Source: an optimization exercise on an open RTL-to-GDS flow (aim: small area and a short achievable clock period). Production flows keep margins and buffers that such runs may drop. In this exercise RTL edits were held to simulation tests only and were not proved equivalent to the original.

== job 6492 ==
Design neuron_top, start of the top module:
module neuron_top #(
    parameter int NEURON_INDEX = 1
) (
    input  logic        clk,
    input  logic        rst,
    input  logic        cfg_we,
    input  logic [5:0]  cfg_addr,
    input  logic [17:0] cfg_data,
    input  logic        axon_vld,
    input  logic [7:0]  axon_index,
    input  logic        nc_evaluate,
    input  logic        nc_reset,
    input  logic        nc_warmup,
    input  logic        out_granted,
    output logic        neur_output,
    output logic        out_pending,
    output logic [7:0]  out_bus,
    output logic [17:0] state_v,
    output logic [17:0] state_u
);
==> flow/config.mk <==
export PLATFORM = sky130hd
export DESIGN_NAME = neuron_top
export DESIGN_NICKNAME = neuron_top
export VERILOG_FILES = /design/flow/design.v
export SDC_FILE = /design/flow/constraint.sdc
export NUM_CORES = 4
export LEC_CHECK = 0
export CAP_MARGIN = 0
export CORE_MARGIN = 2
export CORE_UTILIZATION = 40
export CTS_CLUSTER_DIAMETER = 100
export CTS_CLUSTER_SIZE = 30
export SLEW_MARGIN = 0
export SYNTH_HIERARCHICAL = 1
export SYNTH_MINIMUM_KEEP_SIZE = 0
==> flow/constraint.sdc <==
create_clock -name core_clock -period 24.0 [get_ports {clk}]
set_input_delay 4.8000 -clock core_clock [delete_from_list [all_inputs] [get_ports {clk}]]
set_output_delay 4.8000 -clock core_clock [all_outputs]
set_load 0.01 [all_outputs]
standard.sh (not shown) runs the stock make flow with config.mk's settings and CLKGATE_MAP_FILE= SYNTH_SCRIPT=/design/flow/synth_recipe.tcl, a recipe that flattens the netlist after the stock synthesis.
==> flow/flow/run.sh <==
#!/bin/bash
# The standard layout, with timing repair aimed at a shorter period than the clock's
# (SETUP_SLACK_MARGIN) and drive-strength buffers on the ports.
set -euo pipefail
export SETUP_SLACK_MARGIN=14
export BUFFER_PORTS_ARGS="-buffer_cell sky130_fd_sc_hd__buf_2"
bash standard.sh > standard.log 2>&1
Changes in job 790 relative to job 6492:
- SLEW_MARGIN now 20, was 0
- CAP_MARGIN now 20, was 0
### Flow results
Diff job 6492 -> job 790: non-clock buffer count was more or less identical, post-route fraction of the period consumed by the critical path was more or less identical, die area was more or less identical, setup total negative slack was more or less identical, post-cts sizing count was more or less identical. Global-route usage came out exactly the same in job 790 and job 6492. Number of DRC violations after detailed routing: job 6492 vs job 790 identical. Comparing job 6492 against job 790, there is no change at all in worst-case clock buffer depth. Re area of the multi-input gates: no difference whatsoever between job 6492 and job 790. Job 790 and job 6492 ended up with nearly the same global routing met1 resource utilization.
Setup changes, job 790 to job 3620
- PLACE_DENSITY now 0.7, previously not set
- CORE_UTILIZATION now 60, was 40
Job 3620 vs. job 790: via count went up by 135. Job 3620: normalized max-slew margin is 2.8 points lower than what job 790 reported. Diff job 790..job 3620 | number of max-cap violations | negligible. When job 3620 is set beside job 790, its number of non-clock buffers in the layout turns out to be 8 smaller. Looking at utilization after layout, job 3620 sits 21 points above job 790.
Input-level comparison between job 6924 and job 3620:
- PLACE_DENSITY no longer set, was 0.7
- ABC_AREA now 1, previously not set
- CORE_UTILIZATION now 40, was 60
--- outcome ---
On job 6924: layout overhead on the synthesized area is 0.53 points higher than what job 3620 gave.
Cmp job 6924 vs job 3620: total area of multi-input combinational cells higher in job 6924
Delta(worst slack after detailed placement, job 6924 - job 3620) > 0
Of the two values seen for worst-path cell with the longest stage delay, buf_6 was produced by job 6924 and and3_4 by job 3620.

* * *

Another version of the RTL of neuron_top (not shown whole).
Size: about 86 I/O pins, about 29000 µm² of cells after synthesis.
export LEC_CHECK = 0
export CAP_MARGIN = 20
export CORE_MARGIN = 2
export CORE_UTILIZATION = 60
export CTS_CLUSTER_DIAMETER = 100
export CTS_CLUSTER_SIZE = 30
export PLACE_DENSITY = 0.7
export SLEW_MARGIN = 20
export SYNTH_HIERARCHICAL = 1
export SYNTH_MINIMUM_KEEP_SIZE = 0
create_clock -name core_clock -period 24.0 [get_ports {clk}]
==> flow/flow/run.sh <==
#!/bin/bash
# The standard layout, with timing repair aimed at a shorter period than the clock's
# (SETUP_SLACK_MARGIN) and drive-strength buffers on the ports.
set -euo pipefail
export SETUP_SLACK_MARGIN=14.5
export BUFFER_PORTS_ARGS="-buffer_cell sky130_fd_sc_hd__buf_2"
bash standard.sh > standard.log 2>&1
The starting point completed without violations.
Edit:
==> flow/flow/run.sh (replaced) <==
#!/bin/bash
# The standard layout, with timing repair aimed at a shorter period than the clock's
# (SETUP_SLACK_MARGIN) and drive-strength buffers on the ports.
set -euo pipefail
export SETUP_SLACK_MARGIN=14
export BUFFER_PORTS_ARGS="-buffer_cell sky130_fd_sc_hd__buf_2"
bash standard.sh > standard.log 2>&1
- The new run finished with timing, DRC and antenna clean
- final area fell slightly
- hold slack barely changes
- global-route usage fell by 0.18 points
- via count fell slightly
- core utilization fell by 0.95 points
- first-iteration DRC count rose by a little under a tenth
- flip-flop and latch count does not change
- cell count fell slightly
- setup slack degrades by 0.028 ns
Edit:
CORE_UTILIZATION = 75   (was 60)
PLACE_DENSITY = 0.85   (was 0.7)
What happened: The changed run passed the timing, DRC and antenna checks. Via count increases by 3.3%. Final area fell by 0.84%. Sequential share of layout area rises by 0.32 points. Register-to-register slack degrades by 0.14 ns. Core utilization is higher by 15 points. Flip-flop and latch count is unchanged.
Edit:
==> flow/flow/run.sh (replaced) <==
#!/bin/bash
# The standard layout, with timing repair aimed at a shorter period than the clock's
# (SETUP_SLACK_MARGIN) and drive-strength buffers on the ports.
set -euo pipefail
export SETUP_SLACK_MARGIN=14.2
export BUFFER_PORTS_ARGS="-buffer_cell sky130_fd_sc_hd__buf_2"
bash standard.sh > standard.log 2>&1
CORE_UTILIZATION = 60   (was 75)
PLACE_DENSITY = 0.7   (was 0.85)
What happened:
- via count falls by a few percent
- worst setup slack improves by 0.035 ns
- sequential share of layout area goes down by 0.38 points
- first-iteration DRC count went down by about a fifth
- cell area rose slightly
- count of clock-buffer cells in the layout stays the same
- synthesized area stays the same
- die area rose by a quarter to a third

* * *

neuron_top, a different RTL version from the one above (not shown whole).
Size: roughly 3600 cells after synthesis, roughly 420 flip-flops, roughly 86 I/O pins, ~31000 sq um of cells after synthesis.
// neuron_top
module neuron_top #(
    parameter int NEURON_INDEX = 1
) (
    input  logic        clk,
    input  logic        rst,
    input  logic        cfg_we,
    input  logic [5:0]  cfg_addr,
    input  logic [17:0] cfg_data,
    input  logic        axon_vld,
    input  logic [7:0]  axon_index,
    input  logic        nc_evaluate,
    input  logic        nc_reset,
    input  logic        nc_warmup,
    input  logic        out_granted,
    output logic        neur_output,
    output logic        out_pending,
    output logic [7:0]  out_bus,
    output logic [17:0] state_v,
    output logic [17:0] state_u
);
Settings: LEC_CHECK=0, CAP_MARGIN=20, CORE_MARGIN=2, CORE_UTILIZATION=40, SLEW_MARGIN=20; clock period 24.0 ns.
==> flow/flow/run.sh <==
#!/bin/bash
# The standard layout, with timing repair aimed at a shorter period than the clock's
# (SETUP_SLACK_MARGIN) and drive-strength buffers on the ports.
set -euo pipefail
export SETUP_SLACK_MARGIN=13.5
export BUFFER_PORTS_ARGS="-buffer_cell sky130_fd_sc_hd__buf_2"
bash standard.sh > standard.log 2>&1
The baseline finished with timing, DRC and antenna clean.
==> next run, changes <==
==> flow/flow/run.sh (replaced) <==
#!/bin/bash
# The standard layout, with timing repair aimed at a shorter period than the clock's
# (SETUP_SLACK_MARGIN) and drive-strength buffers on the ports.
set -euo pipefail
export SETUP_SLACK_MARGIN=14
export BUFFER_PORTS_ARGS="-buffer_cell sky130_fd_sc_hd__buf_2"
bash standard.sh > standard.log 2>&1
Settings changed: CORE_UTILIZATION 40 to 65.
The changed run finished clean.
Synthesized area does not change.
Fmax rises by a few percent.
Register-to-register slack is better by 250 ps.

* * *

neuron_top again, from the RTL that the note above started with.
Settings: LEC_CHECK=0, CAP_MARGIN=20, CORE_MARGIN=2, CORE_UTILIZATION=40, CTS_CLUSTER_DIAMETER=100, CTS_CLUSTER_SIZE=30, SLEW_MARGIN=20; clock period 24.0 ns.
==> flow/flow/run.sh <==
#!/bin/bash
# The standard layout, with timing repair aimed at a shorter period than the clock's
# (SETUP_SLACK_MARGIN) and drive-strength buffers on the ports.
set -euo pipefail
export SETUP_SLACK_MARGIN=14
export BUFFER_PORTS_ARGS="-buffer_cell sky130_fd_sc_hd__buf_2"
bash standard.sh > standard.log 2>&1
The first run finished clean.
Next try:
==> flow/run.sh (new file) <==
#!/bin/bash
# synth_recipe.tcl (not shown) runs the flow's synth.tcl, then flattens the netlist and writes it again
# the make line also repeats each setting of config.mk as NAME=value (left out here)
make -C /OpenROAD-flow-scripts/flow DESIGN_CONFIG=/design/flow/config.mk WORK_HOME=/design/flow/orfs CLKGATE_MAP_FILE= SYNTH_SCRIPT=/design/flow/synth_recipe.tcl finish
- CTS_CLUSTER_DIAMETER: 100 -> default
- CTS_CLUSTER_SIZE: 30 -> default
removed: flow/flow/run.sh
removed: flow/standard.sh
Result: Synthesized area stays the same. Setup slack degrades by 1600 ps. Design area increases by about 2.6%. Via count increases by 0.58%. Non-clock buffer count decreases by 19.
Next try:
==> flow/flow/run.sh (new file) <==
#!/bin/bash
# The standard layout, with timing repair aimed at a shorter period than the clock's
# (SETUP_SLACK_MARGIN) and drive-strength buffers on the ports.
set -euo pipefail
export SETUP_SLACK_MARGIN=14
export BUFFER_PORTS_ARGS="-buffer_cell sky130_fd_sc_hd__buf_2"
bash standard.sh > standard.log 2>&1
==> flow/standard.sh (new file) <==
#!/bin/bash
# synth_recipe.tcl (not shown) runs the flow's synth.tcl, then flattens the netlist and writes it again
# the make line also repeats each setting of config.mk as NAME=value (left out here)
make -C /OpenROAD-flow-scripts/flow DESIGN_CONFIG=/design/flow/config.mk WORK_HOME=/design/flow/orfs CLKGATE_MAP_FILE= SYNTH_SCRIPT=/design/flow/synth_recipe.tcl "${@:-finish}"
- CTS_BUF_LIST: default -> sky130_fd_sc_hd__clkbuf_8 sky130_fd_sc_hd__clkbuf_16
- CTS_CLUSTER_DIAMETER: default -> 60
- CTS_CLUSTER_SIZE: default -> 30
removed: flow/run.sh
- design area shrinks by 0.64%
- fmax grows by 16%
- synthesized area stays the same
- count of clock-buffer cells in the layout shrinks by 30
- sequential cell count is unchanged
- global-route usage barely changes
Next try:
- ABC_AREA: default -> 1
- CTS_BUF_LIST: sky130_fd_sc_hd__clkbuf_8 sky130_fd_sc_hd__clkbuf_16 -> default
- CTS_CLUSTER_DIAMETER: 60 -> default
- CTS_CLUSTER_SIZE: 30 -> default
The new run completed with no timing, DRC or antenna violations.
Die area went up by 1.2%.
Global-route usage is higher by 0.83 points.
Design area is higher by 0.84%.
Wire length grows by 4.8%.

## separate check: timing with driven ports
How much do the figures lean on ideal ports? The routed layouts below were timed once more, with nothing changed but the port constraints. Step 1: set_driving_cell puts a clkbuf_16 on clk and a buf_2 on each other input, an assumption about the parent block. Step 2 moves the port delays by t, midway between the first and last clock arrival at a register: inputs arrive t later, outputs are due t later. That takes back most of the time a late clock gives input paths. a / b / c = ideal ports / drivers / drivers and shift; a / b = the first two.
run	t (ns)	slack for setup (ns)	worst hold slack (ns)	latest minus earliest clock arrival (ns)
job 6492	0.664	14.004 / 13.893 / 13.893	0.480 / 0.480 / 0.480	0.052 / 0.052
job 790	0.664	14.004 / 13.893 / 13.893	0.480 / 0.480 / 0.480	0.052 / 0.052
job 3620	0.625	14.011 / 13.920 / 13.920	0.490 / 0.490 / 0.490	0.030 / 0.029
job 6924	0.659	13.990 / 13.926 / 13.926	0.465 / 0.465 / 0.465	0.071 / 0.071
the first run of note 2	0.631	14.047 / 13.954 / 13.954	0.474 / 0.474 / 0.474	0.034 / 0.035
the second run of note 2	0.630	14.019 / 13.959 / 13.959	0.477 / 0.477 / 0.477	0.031 / 0.030
the third run of note 2	0.629	14.010 / 13.950 / 13.950	0.480 / 0.480 / 0.480	0.042 / 0.042
the fourth run of note 2	0.633	14.045 / 13.966 / 13.966	0.476 / 0.476 / 0.476	0.028 / 0.029
the first run of note 3	0.663	13.634 / 13.604 / 13.604	0.454 / 0.454 / 0.454	0.045 / 0.045
the second run of note 3	0.657	13.932 / 13.893 / 13.893	0.455 / 0.455 / 0.455	0.045 / 0.045
the first run of note 4	0.644	13.972 / 13.926 / 13.926	0.458 / 0.458 / 0.458	0.075 / 0.074
the second run of note 4	0.662	12.342 / 12.311 / 12.311	0.456 / 0.456 / 0.456	0.062 / 0.061
the third run of note 4	0.649	13.974 / 13.928 / 13.928	0.458 / 0.458 / 0.458	0.037 / 0.037
the fourth run of note 4	0.668	14.014 / 13.949 / 13.949	0.464 / 0.464 / 0.464	0.058 / 0.058
After both steps every run listed still meets setup and hold.
